Background: an optimization exercise with open tools, aiming at a short achievable clock period and few clock cycles per item. Do not read the settings as production practice. At most, simulation tests tie the RTL to the original design; equivalence was not proved.

==> v20 <==
==> flow/design.v <==
`timescale 1ns/1ps
module ascon_round (
    input  wire [319:0] state_i,
    input  wire [7:0]   round_const_i,
    output wire [319:0] state_o
);
    reg [63:0] x0, x1, x2, x3, x4;
    reg [63:0] t0, t1, t2, t3, t4;
    always @(*) begin
        x0 = state_i[319:256];
        x1 = state_i[255:192];
        x2 = state_i[191:128] ^ {56'd0, round_const_i};
        x3 = state_i[127:64];
        x4 = state_i[63:0];
        x0 = x0 ^ x4;
        x4 = x4 ^ x3;
        x2 = x2 ^ x1;
        t0 = ~x0 & x1;
        t1 = ~x1 & x2;
        t2 = ~x2 & x3;
        t3 = ~x3 & x4;
        t4 = ~x4 & x0;
        x0 = x0 ^ t1;
        x1 = x1 ^ t2;
        x2 = x2 ^ t3;
        x3 = x3 ^ t4;
        x4 = x4 ^ t0;
        x1 = x1 ^ x0;
        x0 = x0 ^ x4;
        x3 = x3 ^ x2;
        x2 = ~x2;
    end
    assign state_o[319:256] = x0 ^ {x0[18:0], x0[63:19]} ^ {x0[27:0], x0[63:28]};
    assign state_o[255:192] = x1 ^ {x1[60:0], x1[63:61]} ^ {x1[38:0], x1[63:39]};
    assign state_o[191:128] = x2 ^ {x2[0],    x2[63:1]}  ^ {x2[5:0],  x2[63:6]};
    assign state_o[127:64]  = x3 ^ {x3[9:0],  x3[63:10]} ^ {x3[16:0], x3[63:17]};
    assign state_o[63:0]    = x4 ^ {x4[6:0],  x4[63:7]}  ^ {x4[40:0], x4[63:41]};
endmodule
`timescale 1ns/1ps
module keystream_engine (
    input  wire         clk_core_slow_i,
    input  wire         rst_ni,
    input  wire         start_i,       
    input  wire         keep_i,        
    input  wire [287:0] mix_i,         
    input  wire [31:0]  cipher_i,
    output wire [319:0] state_o,       
    output wire         busy_o         
);
    reg  [319:0] state_q;
    reg  [319:0] half_q;
    reg          busy_q;
    wire [319:0] absorb = {cipher_i, (state_q[287:0] & {288{keep_i}}) ^ mix_i};
    wire [319:0] a0, a1, a2, b0, b1, b2;
    ascon_round i_a0 (.state_i(absorb), .round_const_i(8'h96), .state_o(a0));
    ascon_round i_a1 (.state_i(a0),     .round_const_i(8'h87), .state_o(a1));
    ascon_round i_a2 (.state_i(a1),     .round_const_i(8'h78), .state_o(a2));
    ascon_round i_b0 (.state_i(half_q), .round_const_i(8'h69), .state_o(b0));
    ascon_round i_b1 (.state_i(b0),     .round_const_i(8'h5a), .state_o(b1));
    ascon_round i_b2 (.state_i(b1),     .round_const_i(8'h4b), .state_o(b2));
    always @(posedge clk_core_slow_i or negedge rst_ni) begin
        if (!rst_ni) begin
            busy_q <= 1'b0;
        end else begin
            busy_q <= start_i;
        end
    end
    always @(posedge clk_core_slow_i) begin
        half_q <= a2;
        if (busy_q) state_q <= b2;
    end
    assign state_o = state_q;
    assign busy_o  = busy_q;
endmodule
`timescale 1ns/1ps
module patch_pipeline (
    input  wire         clk_core_slow_i,
    input  wire         rst_ni,
    input  wire         shift_i,
    input  wire [319:0] patch_i,
    input  wire [1:0]   sel_patch_i,
    input  wire [15:0]  addr_i,
    output reg  [319:0] patch_o,
    output reg          redirect_hit_o,
    output reg  [15:0]  redirect_addr_o,
    output wire         redirect_tag_o
);
    localparam NUM_REDIRECTS = 11;
    reg [319:0] patch_if_q;
    reg [319:0] patch_id_q;
    reg [319:0] patch_ex_q;
    always @(posedge clk_core_slow_i or negedge rst_ni) begin
        if (!rst_ni) begin
            patch_if_q <= 320'd0;
            patch_id_q <= 320'd0;
            patch_ex_q <= 320'd0;
        end else if (shift_i) begin
            patch_if_q <= patch_i;
            patch_id_q <= patch_if_q;
            patch_ex_q <= patch_id_q;
        end
    end
    always @(*) begin
        case (sel_patch_i)
            2'd1:    patch_o = patch_if_q;
            2'd2:    patch_o = patch_id_q;
            2'd3:    patch_o = patch_ex_q;
            default: patch_o = 320'd0;
        endcase
    end
    integer i;
    always @(*) begin
        redirect_hit_o  = 1'b0;
        redirect_addr_o = 16'd0;
        for (i = NUM_REDIRECTS - 1; i >= 0; i = i - 1) begin
            if (patch_id_q[307 - 28*i -: 14] == addr_i[15:2]) begin
                redirect_hit_o  = 1'b1;
                redirect_addr_o = {patch_id_q[293 - 28*i -: 14], 2'b00};
            end
        end
    end
    assign redirect_tag_o = (patch_id_q[319:308] == 12'hfff);
endmodule
`timescale 1ns/1ps
module fetch_decryptor (
    input  wire         clk_core_slow_i,
    input  wire         rst_ni,
    input  wire [31:0]  req_cipher_i,
    input  wire         req_init_state_i,
    input  wire         req_apply_patch_i,
    input  wire         req_valid_i,
    output wire         req_ready_o,
    output wire [31:0]  rsp_plain_o,
    output wire         rsp_redirect_hit_o,
    output wire [15:0]  rsp_redirect_addr_o,
    output wire         rsp_redirect_tag_o,
    output wire         rsp_valid_o,
    input  wire         rsp_ready_i,
    input  wire [319:0] state_i,
    input  wire         busy_i,
    input  wire [319:0] patch_i,
    input  wire         redirect_hit_i,
    input  wire [15:0]  redirect_addr_i,
    input  wire         redirect_tag_i,
    output wire         accept_o,
    output wire         start_o,
    output wire         keep_o,
    output wire [287:0] mix_o,
    output wire [31:0]  cipher_o
);
    localparam [319:0] STATE_INIT = {
        64'h32def87181d97180,
        64'h5e08195f024d70a5,
        64'h470c5742d5b5e50e,
        64'hc9c0ab2425b50d55,
        64'h8dc8253a813db70c
    };
    reg          fresh_q;      
    reg          v1_q;
    reg          keep1_q;
    reg  [287:0] mix1_q;
    reg  [31:0]  cipher1_q;
    reg  [31:0]  mixc1_q;      
    reg          hit1_q;
    reg  [15:0]  raddr1_q;
    reg          tag1_q;
    reg  [31:0]  plain_q;
    reg          redirect_hit_q;
    reg  [15:0]  redirect_addr_q;
    reg          redirect_tag_q;
    reg          rsp_valid_q;
    wire         advance = !rsp_valid_q || rsp_ready_i;
    wire         init    = req_init_state_i || fresh_q;
    wire [319:0] mix     = (req_apply_patch_i ? patch_i : 320'd0) ^ (init ? STATE_INIT : 320'd0);
    assign start_o     = v1_q && !busy_i && advance;
    assign req_ready_o = advance && (!v1_q || !busy_i);
    assign accept_o    = req_valid_i && req_ready_o;
    always @(posedge clk_core_slow_i or negedge rst_ni) begin
        if (!rst_ni) begin
            fresh_q     <= 1'b1;
            v1_q        <= 1'b0;
            rsp_valid_q <= 1'b0;
        end else begin
            if (accept_o) fresh_q <= 1'b0;
            if (accept_o)     v1_q <= 1'b1;
            else if (start_o) v1_q <= 1'b0;
            if (start_o)          rsp_valid_q <= 1'b1;
            else if (rsp_ready_i) rsp_valid_q <= 1'b0;
        end
    end
    always @(posedge clk_core_slow_i) begin
        if (accept_o) begin
            keep1_q   <= !init;
            mix1_q    <= mix[287:0];
            cipher1_q <= req_cipher_i;
            mixc1_q   <= mix[319:288] ^ req_cipher_i;
            hit1_q    <= redirect_hit_i;
            raddr1_q  <= redirect_addr_i;
            tag1_q    <= redirect_tag_i;
        end
    end
    always @(posedge clk_core_slow_i) begin
        if (start_o) begin
            plain_q         <= (state_i[319:288] & {32{keep1_q}}) ^ mixc1_q;
            redirect_hit_q  <= hit1_q;
            redirect_addr_q <= raddr1_q;
            redirect_tag_q  <= tag1_q;
        end
    end
    assign keep_o   = keep1_q;
    assign mix_o    = mix1_q;
    assign cipher_o = cipher1_q;
    assign rsp_plain_o         = plain_q;
    assign rsp_redirect_hit_o  = redirect_hit_q;
    assign rsp_redirect_addr_o = redirect_addr_q;
    assign rsp_redirect_tag_o  = redirect_tag_q;
    assign rsp_valid_o         = rsp_valid_q;
endmodule
`timescale 1ns/1ps
module ascon_fetch (
    input  wire         clk_core_slow_i,
    input  wire         rst_ni,
    input  wire [15:0]  req_addr_i,
    input  wire [31:0]  req_cipher_i,
    input  wire [319:0] req_patch_i,
    input  wire         req_init_state_i,
    input  wire         req_apply_patch_i,
    input  wire [1:0]   req_sel_patch_i,
    input  wire         req_valid_i,
    output wire         req_ready_o,
    output wire [31:0]  rsp_plain_o,
    output wire         rsp_redirect_hit_o,
    output wire [15:0]  rsp_redirect_addr_o,
    output wire         rsp_redirect_tag_o,
    output wire         rsp_valid_o,
    input  wire         rsp_ready_i
);
    wire         accept;
    wire         start;
    wire         keep;
    wire [287:0] mix;
    wire [31:0]  cipher;
    wire [319:0] engine_state;
    wire         engine_busy;
    wire [319:0] sel_patch;
    wire         redirect_hit;
    wire [15:0]  redirect_addr;
    wire         redirect_tag;
    patch_pipeline i_patch_pipeline (
        .clk_core_slow_i (clk_core_slow_i),
        .rst_ni          (rst_ni),
        .shift_i         (accept),
        .patch_i         (req_patch_i),
        .sel_patch_i     (req_sel_patch_i),
        .addr_i          (req_addr_i),
        .patch_o         (sel_patch),
        .redirect_hit_o  (redirect_hit),
        .redirect_addr_o (redirect_addr),
        .redirect_tag_o  (redirect_tag)
    );
    keystream_engine i_keystream_engine (
        .clk_core_slow_i (clk_core_slow_i),
        .rst_ni          (rst_ni),
        .start_i         (start),
        .keep_i          (keep),
        .mix_i           (mix),
        .cipher_i        (cipher),
        .state_o         (engine_state),
        .busy_o          (engine_busy)
    );
    fetch_decryptor i_fetch_decryptor (
        .clk_core_slow_i     (clk_core_slow_i),
        .rst_ni              (rst_ni),
        .req_cipher_i        (req_cipher_i),
        .req_init_state_i    (req_init_state_i),
        .req_apply_patch_i   (req_apply_patch_i),
        .req_valid_i         (req_valid_i),
        .req_ready_o         (req_ready_o),
        .rsp_plain_o         (rsp_plain_o),
        .rsp_redirect_hit_o  (rsp_redirect_hit_o),
        .rsp_redirect_addr_o (rsp_redirect_addr_o),
        .rsp_redirect_tag_o  (rsp_redirect_tag_o),
        .rsp_valid_o         (rsp_valid_o),
        .rsp_ready_i         (rsp_ready_i),
        .state_i             (engine_state),
        .busy_i              (engine_busy),
        .patch_i             (sel_patch),
        .redirect_hit_i      (redirect_hit),
        .redirect_addr_i     (redirect_addr),
        .redirect_tag_i      (redirect_tag),
        .accept_o            (accept),
        .start_o             (start),
        .keep_o              (keep),
        .mix_o               (mix),
        .cipher_o            (cipher)
    );
endmodule
==> flow/run.sh <==
#!/bin/bash
# synth_recipe.tcl (not shown) runs the flow's synth.tcl, then flattens the netlist and writes it again
# the make line also repeats each setting of config.mk as NAME=value (left out here)
make -C /OpenROAD-flow-scripts/flow DESIGN_CONFIG=/design/flow/config.mk WORK_HOME=/design/flow/orfs CLKGATE_MAP_FILE= SYNTH_SCRIPT=/design/flow/synth_recipe.tcl finish
==> flow/config.mk <==
export PLATFORM = sky130hd
export DESIGN_NAME = ascon_fetch
export DESIGN_NICKNAME = ascon_fetch
export VERILOG_FILES = /design/flow/design.v
export SDC_FILE = /design/flow/constraint.sdc
export NUM_CORES = 4
export LEC_CHECK = 0
export CAP_MARGIN = 20
export CORE_MARGIN = 2
export CORE_UTILIZATION = 40
export SLEW_MARGIN = 20
==> flow/constraint.sdc <==
create_clock -name core_clock -period 6.0 [get_ports {clk_core_slow_i}]
set_input_delay 1.2000 -clock core_clock [delete_from_list [all_inputs] [get_ports {clk_core_slow_i}]]
set_output_delay 1.2000 -clock core_clock [all_outputs]
set_load 0.01 [all_outputs]
==> v11: changes against v20 <==
Settings changed: CORE_UTILIZATION 40 to 55, SETUP_SLACK_MARGIN from default to 1.5.
==> v10: changes against v20 <==
--- a/flow/design.v
+++ b/flow/design.v
@@ -42,33 +42,65 @@
     input  wire         rst_ni,
-    input  wire         start_i,       
-    input  wire         keep_i,        
-    input  wire [287:0] mix_i,         
-    input  wire [31:0]  cipher_i,
-    output wire [319:0] state_o,       
-    output wire         busy_o         
-);
-    reg  [319:0] state_q;
-    reg  [319:0] half_q;
-    reg          busy_q;
-    wire [319:0] absorb = {cipher_i, (state_q[287:0] & {288{keep_i}}) ^ mix_i};
-    wire [319:0] a0, a1, a2, b0, b1, b2;
-    ascon_round i_a0 (.state_i(absorb), .round_const_i(8'h96), .state_o(a0));
-    ascon_round i_a1 (.state_i(a0),     .round_const_i(8'h87), .state_o(a1));
-    ascon_round i_a2 (.state_i(a1),     .round_const_i(8'h78), .state_o(a2));
-    ascon_round i_b0 (.state_i(half_q), .round_const_i(8'h69), .state_o(b0));
-    ascon_round i_b1 (.state_i(b0),     .round_const_i(8'h5a), .state_o(b1));
-    ascon_round i_b2 (.state_i(b1),     .round_const_i(8'h4b), .state_o(b2));
+    input  wire         load_i,
+    input  wire [319:0] absorb_state_i,
+    output wire [319:0] state_o,
+    output wire         busy_o
+);
+    localparam [319:0] STATE_INIT = {
+        64'h32def87181d97180,
+        64'h5e08195f024d70a5,
+        64'h470c5742d5b5e50e,
+        64'hc9c0ab2425b50d55,
+        64'h8dc8253a813db70c
+    };
+    localparam ENG_IDLE = 1'b0;
+    localparam ENG_RUN  = 1'b1;
+    reg         eng_state_q;
+    reg [2:0]   rnd_cnt_q;
+    reg [319:0] state_q;
+    reg [7:0]   round_const;
+    wire [319:0] round_state;
+    always @(*) begin
+        case (rnd_cnt_q)
+            3'd0:    round_const = 8'h96;
+            3'd1:    round_const = 8'h87;
+            3'd2:    round_const = 8'h78;
+            3'd3:    round_const = 8'h69;
+            3'd4:    round_const = 8'h5a;
+            3'd5:    round_const = 8'h4b;
+            default: round_const = 8'h00;
+        endcase
+    end
+    ascon_round i_ascon_round (
+        .state_i       (state_q),
+        .round_const_i (round_const),
+        .state_o       (round_state)
+    );
     always @(posedge clk_core_slow_i or negedge rst_ni) begin
         if (!rst_ni) begin
-            busy_q <= 1'b0;
+            eng_state_q <= ENG_IDLE;
+            rnd_cnt_q   <= 3'd0;
+            state_q     <= STATE_INIT;
         end else begin
-            busy_q <= start_i;
-        end
-    end
-    always @(posedge clk_core_slow_i) begin
-        half_q <= a2;
-        if (busy_q) state_q <= b2;
+            case (eng_state_q)
+                ENG_IDLE: begin
+                    if (load_i) begin
+                        state_q     <= absorb_state_i;
+                        rnd_cnt_q   <= 3'd0;
+                        eng_state_q <= ENG_RUN;
+                    end
+                end
+                default: begin
+                    state_q <= round_state;
+                    if (rnd_cnt_q == 3'd5) begin
+                        rnd_cnt_q   <= 3'd0;
+                        eng_state_q <= ENG_IDLE;
+                    end else begin
+                        rnd_cnt_q <= rnd_cnt_q + 3'd1;
+                    end
+                end
+            endcase
+        end
     end
     assign state_o = state_q;
-    assign busy_o  = busy_q;
+    assign busy_o  = (eng_state_q == ENG_RUN);
 endmodule
@@ -145,6 +177,3 @@
     output wire         accept_o,
-    output wire         start_o,
-    output wire         keep_o,
-    output wire [287:0] mix_o,
-    output wire [31:0]  cipher_o
+    output wire [319:0] absorb_state_o
 );
@@ -157,11 +186,5 @@
     };
-    reg          fresh_q;      
-    reg          v1_q;
-    reg          keep1_q;
-    reg  [287:0] mix1_q;
-    reg  [31:0]  cipher1_q;
-    reg  [31:0]  mixc1_q;      
-    reg          hit1_q;
-    reg  [15:0]  raddr1_q;
-    reg          tag1_q;
+    wire [319:0] base_state;
+    wire [319:0] patched_state;
+    wire [31:0]  plain;
     reg  [31:0]  plain_q;
@@ -171,7 +194,7 @@
     reg          rsp_valid_q;
-    wire         advance = !rsp_valid_q || rsp_ready_i;
-    wire         init    = req_init_state_i || fresh_q;
-    wire [319:0] mix     = (req_apply_patch_i ? patch_i : 320'd0) ^ (init ? STATE_INIT : 320'd0);
-    assign start_o     = v1_q && !busy_i && advance;
-    assign req_ready_o = advance && (!v1_q || !busy_i);
+    assign base_state    = req_init_state_i ? STATE_INIT : state_i;
+    assign patched_state = req_apply_patch_i ? (base_state ^ patch_i) : base_state;
+    assign plain = patched_state[319:288] ^ req_cipher_i;
+    assign absorb_state_o = {req_cipher_i, patched_state[287:0]};
+    assign req_ready_o = !busy_i && (!rsp_valid_q || rsp_ready_i);
     assign accept_o    = req_valid_i && req_ready_o;
@@ -179,11 +202,7 @@
         if (!rst_ni) begin
-            fresh_q     <= 1'b1;
-            v1_q        <= 1'b0;
             rsp_valid_q <= 1'b0;
-        end else begin
-            if (accept_o) fresh_q <= 1'b0;
-            if (accept_o)     v1_q <= 1'b1;
-            else if (start_o) v1_q <= 1'b0;
-            if (start_o)          rsp_valid_q <= 1'b1;
-            else if (rsp_ready_i) rsp_valid_q <= 1'b0;
+        end else if (accept_o) begin
+            rsp_valid_q <= 1'b1;
+        end else if (rsp_ready_i) begin
+            rsp_valid_q <= 1'b0;
         end
@@ -192,22 +211,8 @@
         if (accept_o) begin
-            keep1_q   <= !init;
-            mix1_q    <= mix[287:0];
-            cipher1_q <= req_cipher_i;
-            mixc1_q   <= mix[319:288] ^ req_cipher_i;
-            hit1_q    <= redirect_hit_i;
-            raddr1_q  <= redirect_addr_i;
-            tag1_q    <= redirect_tag_i;
-        end
-    end
-    always @(posedge clk_core_slow_i) begin
-        if (start_o) begin
-            plain_q         <= (state_i[319:288] & {32{keep1_q}}) ^ mixc1_q;
-            redirect_hit_q  <= hit1_q;
-            redirect_addr_q <= raddr1_q;
-            redirect_tag_q  <= tag1_q;
-        end
-    end
-    assign keep_o   = keep1_q;
-    assign mix_o    = mix1_q;
-    assign cipher_o = cipher1_q;
+            plain_q         <= plain;
+            redirect_hit_q  <= redirect_hit_i;
+            redirect_addr_q <= redirect_addr_i;
+            redirect_tag_q  <= redirect_tag_i;
+        end
+    end
     assign rsp_plain_o         = plain_q;
@@ -238,8 +243,5 @@
     wire         accept;
-    wire         start;
-    wire         keep;
-    wire [287:0] mix;
-    wire [31:0]  cipher;
+    wire         engine_busy;
     wire [319:0] engine_state;
-    wire         engine_busy;
+    wire [319:0] absorb_state;
     wire [319:0] sel_patch;
@@ -263,6 +265,4 @@
         .rst_ni          (rst_ni),
-        .start_i         (start),
-        .keep_i          (keep),
-        .mix_i           (mix),
-        .cipher_i        (cipher),
+        .load_i          (accept),
+        .absorb_state_i  (absorb_state),
         .state_o         (engine_state),
@@ -291,7 +291,4 @@
         .accept_o            (accept),
-        .start_o             (start),
-        .keep_o              (keep),
-        .mix_o               (mix),
-        .cipher_o            (cipher)
-    );
-endmodule
+        .absorb_state_o      (absorb_state)
+    );
+endmodule
==> impl_metrics.toml <==
[run_status]
run_status = "failed layout checks"
so.violations = "setup timing"

[critical_path]
path_buf_inv = 6

[logic_synthesis]
synth_top_family_by_area = "XOR/XNOR gates"

[drt]
dr_wl_met2_um = 436000
top_layer = "met5"

[sta]
finalSetupViolCount = 83
fin_ws_ps = -165

[placement]
place_congestion = 1.16

[clocking]
clkTransAtPathRegs_ps = 60
the above is filed under v20

==> impl_metrics.toml <==
[run_status]
run_status = "no timing/DRC/antenna violations"

[drt]
ant_nets = 0
dr_wl_met2_um = 166000
top_layer = "met5"

[placement]
place_congestion = 1.02

[cells_and_area]
mostFrequentLayoutCells = "3548 x nand2_1, 1139 x dfrtp_1, 833 x xnor2_1"
final.fill_count = 19684

[sta]
fin_ws_ps = 1370
finalSetupViolCount = 0

[logic_synthesis]
synth_top_family_by_area = "simple AND/OR/NAND/NOR gates"
synth_seq_area_share_pct = 41.1

[critical_path]
path_buf_inv = 2

[clocking]
clkTransAtPathRegs_ps = 50
the above is filed under v10

==> impl_metrics.toml <==
[logic_synthesis]
synth_ff_type = "dfrtp_1"
synthAdderAreaFrac_pct = 7.13
synth-edff-count = 737
synth_top_family_by_area = "XOR/XNOR gates"

[run_status]
stop_error = "[ERROR GRT-0116] Global routing finished with congestion. Check the congestion regions in the DRC Viewer."
stop_stage = "global routing (5_1_grt)"
run_status = "aborted with a tool error"

[placement]
place_congestion = 1.26

[clocking]
cts_setup_buffers = 66
the above is filed under v11

Testbench counts of v10, summed over its fixed seeds: cycles 16,760, items 2,400.
The RTL of v20 and v11 was laid out without a check of its function.

separate check: timing with driven ports:
The flow's constraints put no driver on any port. The routed layouts listed below were extracted and timed again, unchanged, in two steps. Step 1 sets driving cells, clkbuf_16 on the clock port and buf_2 on the other inputs (assumed; they add their load-dependent delay and slew). Step 2 moves the port delays by t, midway between the first and last clock arrival at a register: inputs arrive t later, outputs are due t later. That takes back most of the time a late clock gives input paths. Slacks: ideal / step 1 / step 2; pairs: ideal / step 1.
run | t (ns) | setup WS [ns] | hold WS [ns] | slew at the worst register clock pin (ns)
v20 | 1.076 | -0.165 / -0.165 / -0.517 | 0.181 / 0.091 / 0.300 | 0.07 / 0.07
v10 | 0.923 | 1.370 / 1.450 / 0.527 | 0.278 / 0.262 / 0.469 | 0.07 / 0.07
The setup slack of v10, which loses most, moves by +0.080 ns with the drivers and by -0.843 ns with both steps.
